Background: an optimization exercise with open tools, aiming at small area, a short achievable clock period and few clock cycles. Do not read the settings as production practice.
Function was checked by simulation only, so behaviour that the tests miss may differ from the original.

Setup of main:
// contact_manifold_slot_replacer
module contact_manifold_slot_replacer #(
   parameter int COORD_BITS = cmsr_pkg::COORD_BITS_DEF
) (
   input  logic clock,
   input  logic reset,
   input  logic req_tvalid,
   output logic req_tready,
   input  logic [((cmsr_pkg::DEPTH_BITS + 3*COORD_BITS + 2 + 7) / 8) * 8 - 1:0] req_tdata,
   input  logic [cmsr_pkg::MODE_BITS-1:0] req_tuser,
   output logic rsp_tvalid,
   input  logic rsp_tready,
   output logic [cmsr_pkg::RSP_BITS-1:0] rsp_tdata
);
Settings: LEC_CHECK=0, CAP_MARGIN=20, CORE_MARGIN=2, CORE_UTILIZATION=55, PLACE_DENSITY=0.68, SETUP_SLACK_MARGIN=5, SLEW_MARGIN=20; clock period 12.0 ns.
run.sh (not shown) runs the stock make flow with config.mk's settings and CLKGATE_MAP_FILE= SYNTH_SCRIPT=/design/flow/synth_recipe.tcl, a recipe that flattens the netlist after the stock synthesis.
Testbench counts of main, summed over its fixed seeds: cycles 17,361.
Input-level comparison between the feature branch and main:
diff --git a/flow/design.v b/flow/design.v
--- a/flow/design.v
+++ b/flow/design.v
@@ -4753,21 +4753,23 @@
    logic [XW-1:0]                k3_ff [3];
    logic                         c_valid, c_final;
    logic [SLOT_BITS-1:0]         c_s;
    logic [XW-2:0]                x_ff [3];      
    logic                         h_valid, h_final;
    logic [SLOT_BITS-1:0]         h_s;
    logic [HW-1:0]                h_ff [6];      
    logic                         g_valid, g_final;
    logic [SLOT_BITS-1:0]         g_s;
    logic [HW-1:0]                t0_ff, t1_ff;  
-   logic [TW-1:0]                best_ff;
+   logic [TW-1:0]                best_ff;       
+   logic [TW-1:0]                lt_ff;         
+   logic                         lb_ff;         
    logic [SLOT_BITS-1:0]         pick_ff;
    logic [SLOT_BITS-1:0]         deep;
    logic [SLOTS-1:0]             dgt [SLOTS];      
    logic [SLOTS-1:0]             is_deep;
    always_comb begin
       for (int a = 0; a < SLOTS; a++) begin
          for (int b = 0; b < SLOTS; b++) begin
             dgt[a][b] = (a != b) && (sd[a] > sd[b]);
          end
       end
@@ -4812,26 +4814,30 @@
       count_x = count_ff;
       case (x_mode)
          MODE_ADD:    if (!x_fullr) count_x = count_ff + COUNT_BITS'(1);
          MODE_REMOVE: if (rm_ok) count_x = count_ff - COUNT_BITS'(1);
          MODE_CLEAR:  count_x = '0;
          default: ;
       endcase
       count_acc = x_valid ? count_x : count_ff;
    end
    assign acc_full = accept && (req_tuser == MODE_ADD) && (count_acc == COUNT_BITS'(SLOTS));
-   logic [HW-1:0] n_best, cs_s, cs_c, t_cmp;
+   logic [HW-1:0] n_best, n_last, cb_s, cb_c, cl_s, cl_c, cmp_b, cmp_l;
    assign n_best   = ~{1'b0, best_ff};
-   assign cs_s     = t0_ff ^ t1_ff ^ n_best;
-   assign cs_c     = ((t0_ff & t1_ff) | (t0_ff & n_best) | (t1_ff & n_best)) << 1;
-   assign t_cmp    = cs_s + cs_c;
-   assign t_better = g_valid && !t_cmp[HW-1];
+   assign n_last   = ~{1'b0, lt_ff};
+   assign cb_s     = t0_ff ^ t1_ff ^ n_best;
+   assign cb_c     = ((t0_ff & t1_ff) | (t0_ff & n_best) | (t1_ff & n_best)) << 1;
+   assign cl_s     = t0_ff ^ t1_ff ^ n_last;
+   assign cl_c     = ((t0_ff & t1_ff) | (t0_ff & n_last) | (t1_ff & n_last)) << 1;
+   assign cmp_b    = cb_s + cb_c;
+   assign cmp_l    = cl_s + cl_c;
+   assign t_better = g_valid && !(lb_ff ? cmp_l[HW-1] : cmp_b[HW-1]);
    assign wslot    = x_computed ? x_pick : (t_better ? g_s : pick_ff);
    logic [SLOTS-1:0] wen, wen2, g_oh, pick_oh, xpick_oh;
    logic             w_rm, wf_now, wf_late, wf_add, wf_rm;
    assign w_rm    = (x_mode == MODE_REMOVE);
    assign wf_now  = x_valid && x_fullr && !x_computed && g_valid && g_final && r_free_safe;
    assign wf_late = x_valid && x_fullr && x_computed && r_free_safe;
    assign wf_add  = x_valid && !x_fullr && (x_mode == MODE_ADD) && r_free_safe;
    assign wf_rm   = x_valid && w_rm && rm_ok && r_free_safe;
    always_comb begin
       for (int n = 0; n < SLOTS; n++) begin
@@ -4905,20 +4911,21 @@
    end
    logic [XW-1:0] xc0 [3];
    logic [XW-1:0] xc1 [3];
    logic [XW-1:0] xc2 [3];
    logic [XW-1:0] xc3 [3];
    logic [HW-1:0] sq [6];
    logic [HW-1:0] t_sum0, t_sum1;
    logic [HW-1:0] t_fin;
    logic [XW-1:0] xsum [3];
    assign t_fin = t0_ff + t1_ff;
+   always_ff @(posedge clock) lt_ff <= t_fin[TW-1:0];
    always_comb begin
       for (int k = 0; k < 3; k++) xsum[k] = k0_ff[k] + k1_ff[k] + k2_ff[k] + k3_ff[k];
    end
    for (genvar k = 0; k < 3; k++) begin : g_comp
       cmsr_mul u_mul (
          .a (u[(k+1)%3]), .b (v[(k+2)%3]), .c (u[(k+2)%3]), .d (v[(k+1)%3]),
          .y0 (xc0[k]), .y1 (xc1[k]), .y2 (xc2[k]), .y3 (xc3[k])
       );
    end
    cmsr_sum u_sum (
@@ -4929,28 +4936,32 @@
       .x0 (x_ff[0]), .x1 (x_ff[1]), .x2 (x_ff[2]),
       .q0 (sq[0]), .q1 (sq[1]), .q2 (sq[2]), .q3 (sq[3]), .q4 (sq[4]), .q5 (sq[5])
    );
    always_ff @(posedge clock) begin
       sq_s <= sq_go ? n_s : 2'd0;
       sq_t <= sq_go ? n_t : 2'd0;
       {sel_i, sel_j, sel_k} <= n_sel;
       sq_first <= acc_full;
       if (sq_first) begin
          best_ff    <= '0;
+         lb_ff      <= 1'b0;
          pick_ff    <= '0;
          pick_oh    <= 4'b0001;
          prot_valid <= deeper_any;
          prot_slot  <= deep;
-      end else if (t_better) begin
-         best_ff <= t_fin[TW-1:0];
-         pick_ff <= g_s;
-         pick_oh <= g_oh;
+      end else begin
+         if (lb_ff) best_ff <= lt_ff;
+         lb_ff <= t_better;
+         if (t_better) begin
+            pick_ff <= g_s;
+            pick_oh <= g_oh;
+         end
       end
       uv_s    <= sq_s;
       uv_last <= !n_exists;
       for (int k = 0; k < 3; k++) begin
          u[k] <= DW'(x_pt[k]) - DW'(pi[k]);
          v[k] <= DW'(pj[k]) - DW'(pk[k]);
       end
       for (int k = 0; k < 3; k++) begin
          k0_ff[k] <= xc0[k];
          k1_ff[k] <= xc1[k];
Findings:
- When the feature branch is measured against main, its number of placed instances with taps included turns out 541 higher.
- Of the feature branch and main, it is the feature branch that has the higher utilization.
- Post-detailed-route wirelength per cell in the feature branch is about 3% below main.
Testbench counts of the feature branch, summed over its fixed seeds: cycles 17,361.


contact_manifold_slot_replacer, a different RTL version from the one above (not shown whole).
Size in the first run: ~1600 flip-flops, ~160000 sq um of cells after synthesis.
==> flow/design.v (excerpt) <==
module contact_manifold_slot_replacer #(
   parameter int COORD_BITS = cmsr_pkg::COORD_BITS_DEF
) (
   input  logic clock,
   input  logic reset,
   input  logic req_tvalid,
   output logic req_tready,
   input  logic [((cmsr_pkg::DEPTH_BITS + 3*COORD_BITS + 2 + 7) / 8) * 8 - 1:0] req_tdata,
   input  logic [cmsr_pkg::MODE_BITS-1:0] req_tuser,
   output logic rsp_tvalid,
   input  logic rsp_tready,
   output logic [cmsr_pkg::RSP_BITS-1:0] rsp_tdata
);
clock: 12.0 ns
lec_check: 0
cap_margin: 20
core_margin: 2
core_utilization: 55
place_density: 0.68
setup_slack_margin: 5
slew_margin: 20
The starting point passed the timing, DRC and antenna checks.
Testbench counts at the start, summed over its fixed seeds: cycles 17,361.
Change:
--- a/flow/design.v
+++ b/flow/design.v
@@ -4881,31 +4881,35 @@
       count_acc = x_valid ? count_x : count_ff;
    end
    assign acc_full = accept && (req_tuser == MODE_ADD) && (count_acc == COUNT_BITS'(SLOTS));
    logic [TW+1:0] n_best;
    logic [TW+2:0] t_cmp;
    assign n_best   = ~{2'b00, best_ff};
    assign t_cmp    = {3'b000, t0_ff} + {3'b000, t1_ff} + {1'b0, n_best};
    assign t_better = g_valid && t_cmp[TW+2];
    assign wslot    = x_computed ? x_pick : (t_better ? g_s : pick_ff);
-   logic [SLOTS-1:0] wen, g_oh, pick_oh, xpick_oh;
+   logic [SLOTS-1:0] wen, wen2, g_oh, pick_oh, xpick_oh;
    logic             w_rm, wf_now, wf_late, wf_add, wf_rm;
    assign w_rm    = (x_mode == MODE_REMOVE);
    assign wf_now  = x_valid && x_fullr && !x_computed && g_valid && g_final && r_free_safe;
    assign wf_late = x_valid && x_fullr && x_computed && r_free_safe;
    assign wf_add  = x_valid && !x_fullr && (x_mode == MODE_ADD) && r_free_safe;
    assign wf_rm   = x_valid && w_rm && rm_ok && r_free_safe;
    always_comb begin
       for (int n = 0; n < SLOTS; n++) begin
          wen[n] = (wf_now && (t_better ? g_oh[n] : pick_oh[n])) ||
                   (wf_late && xpick_oh[n]) ||
                   (wf_add && count_ff == COUNT_BITS'(n)) ||
                   (wf_rm && x_rslot == SLOT_BITS'(n));
+         wen2[n] = (wf_now && (t_better ? (g_s == SLOT_BITS'(n)) : (pick_ff == SLOT_BITS'(n)))) ||
+                   (wf_late && x_pick == SLOT_BITS'(n)) ||
+                   (wf_add && count_ff == COUNT_BITS'(n)) ||
+                   (wf_rm && x_rslot == SLOT_BITS'(n));
       end
    end
    logic                 n_exists, n_go, prot0;
    logic [SLOT_BITS-1:0] n_s, s1;
    logic [1:0]           n_t;
    logic deeper_any;
    assign deeper_any = (sd[0] > x_depth) || (sd[1] > x_depth) || (sd[2] > x_depth) || (sd[3] > x_depth);
    assign prot0 = (deep == 2'd0) && (sd[0] > x_depth);
    always_comb begin
@@ -5035,20 +5039,24 @@
          x_fullr <= acc_full;
          x_depth <= req_tdata[DEPTH_BITS-1:0];
          x_pt[0] <= req_tdata[X_LO +: CW];
          x_pt[1] <= req_tdata[Y_LO +: CW];
          x_pt[2] <= req_tdata[Z_LO +: CW];
          x_rslot <= req_tdata[R_LO +: SLOT_BITS];
       end
       for (int n = 0; n < SLOTS; n++) begin
          if (wen[n]) begin
-            sd[n] <= w_rm ? sd[last_slot] : x_depth;
-            for (int k = 0; k < 3; k++) sp[n][k] <= w_rm ? sp[last_slot][k] : x_pt[k];
+            sd[n]    <= w_rm ? sd[last_slot] : x_depth;
+            sp[n][0] <= w_rm ? sp[last_slot][0] : x_pt[0];
+         end
+         if (wen2[n]) begin
+            sp[n][1] <= w_rm ? sp[last_slot][1] : x_pt[1];
+            sp[n][2] <= w_rm ? sp[last_slot][2] : x_pt[2];
          end
       end
       if (x_fire) begin
          if (x_mode != MODE_ADD) r_written <= '0;
          else if (x_fullr)       r_written <= wslot;
          else                    r_written <= SLOT_BITS'(count_ff);
       end
       if (r_push) begin
          if (f_cnt == 2'd0 || (f_cnt == 2'd1 && pop)) f_data0 <= {(count_ff == '0), deep, count_ff, r_written};
Non-clock buffer count came out lower by 13.
Fmax came out lower by 1.5%.
Setup slack degrades by 89 ps.
Utilization came out higher by 0.12 points.
Routed wire length came out higher by 0.41%.
Register-to-register slack degrades by 90 ps.
Critical path depth does not change.
Synthesized area stays flat.
Final cell count came out lower by 0.46%.
Cell area came out lower by 0.38%.
Sequential share of layout area came out higher by 0.11 points.
Testbench counts after the change, summed over its fixed seeds: cycles 17,361.

## static timing again, ports no longer ideal
Ports are ideal in the flow. The routed layouts listed here were re-timed in OpenROAD.
Step 1 assumes that a clkbuf_16 drives the clock port and a buf_2 every other input.
Step 2 times the ports against the registers' clock, not the clock port: input delays grow and output delays shrink by t, the midpoint of the rising clock arrivals with the driver on.
Three values: no drivers, after step 1, after step 2; two values: the first two.
run	shift t [ns]	setup WS [ns]	worst hold slack (ns)	pins driven straight from the clock port
main	0.994	6.560 / 6.560 / 6.560	0.326 / 0.326 / 0.326	1
the feature branch	0.994	5.865 / 5.865 / 5.865	0.324 / 0.324 / 0.324	1
the first run of note 2	0.995	6.267 / 6.267 / 6.267	0.327 / 0.327 / 0.327	1
the second run of note 2	0.998	6.178 / 6.178 / 6.178	0.323 / 0.323 / 0.323	1
After both steps setup and hold are still met in every run listed.
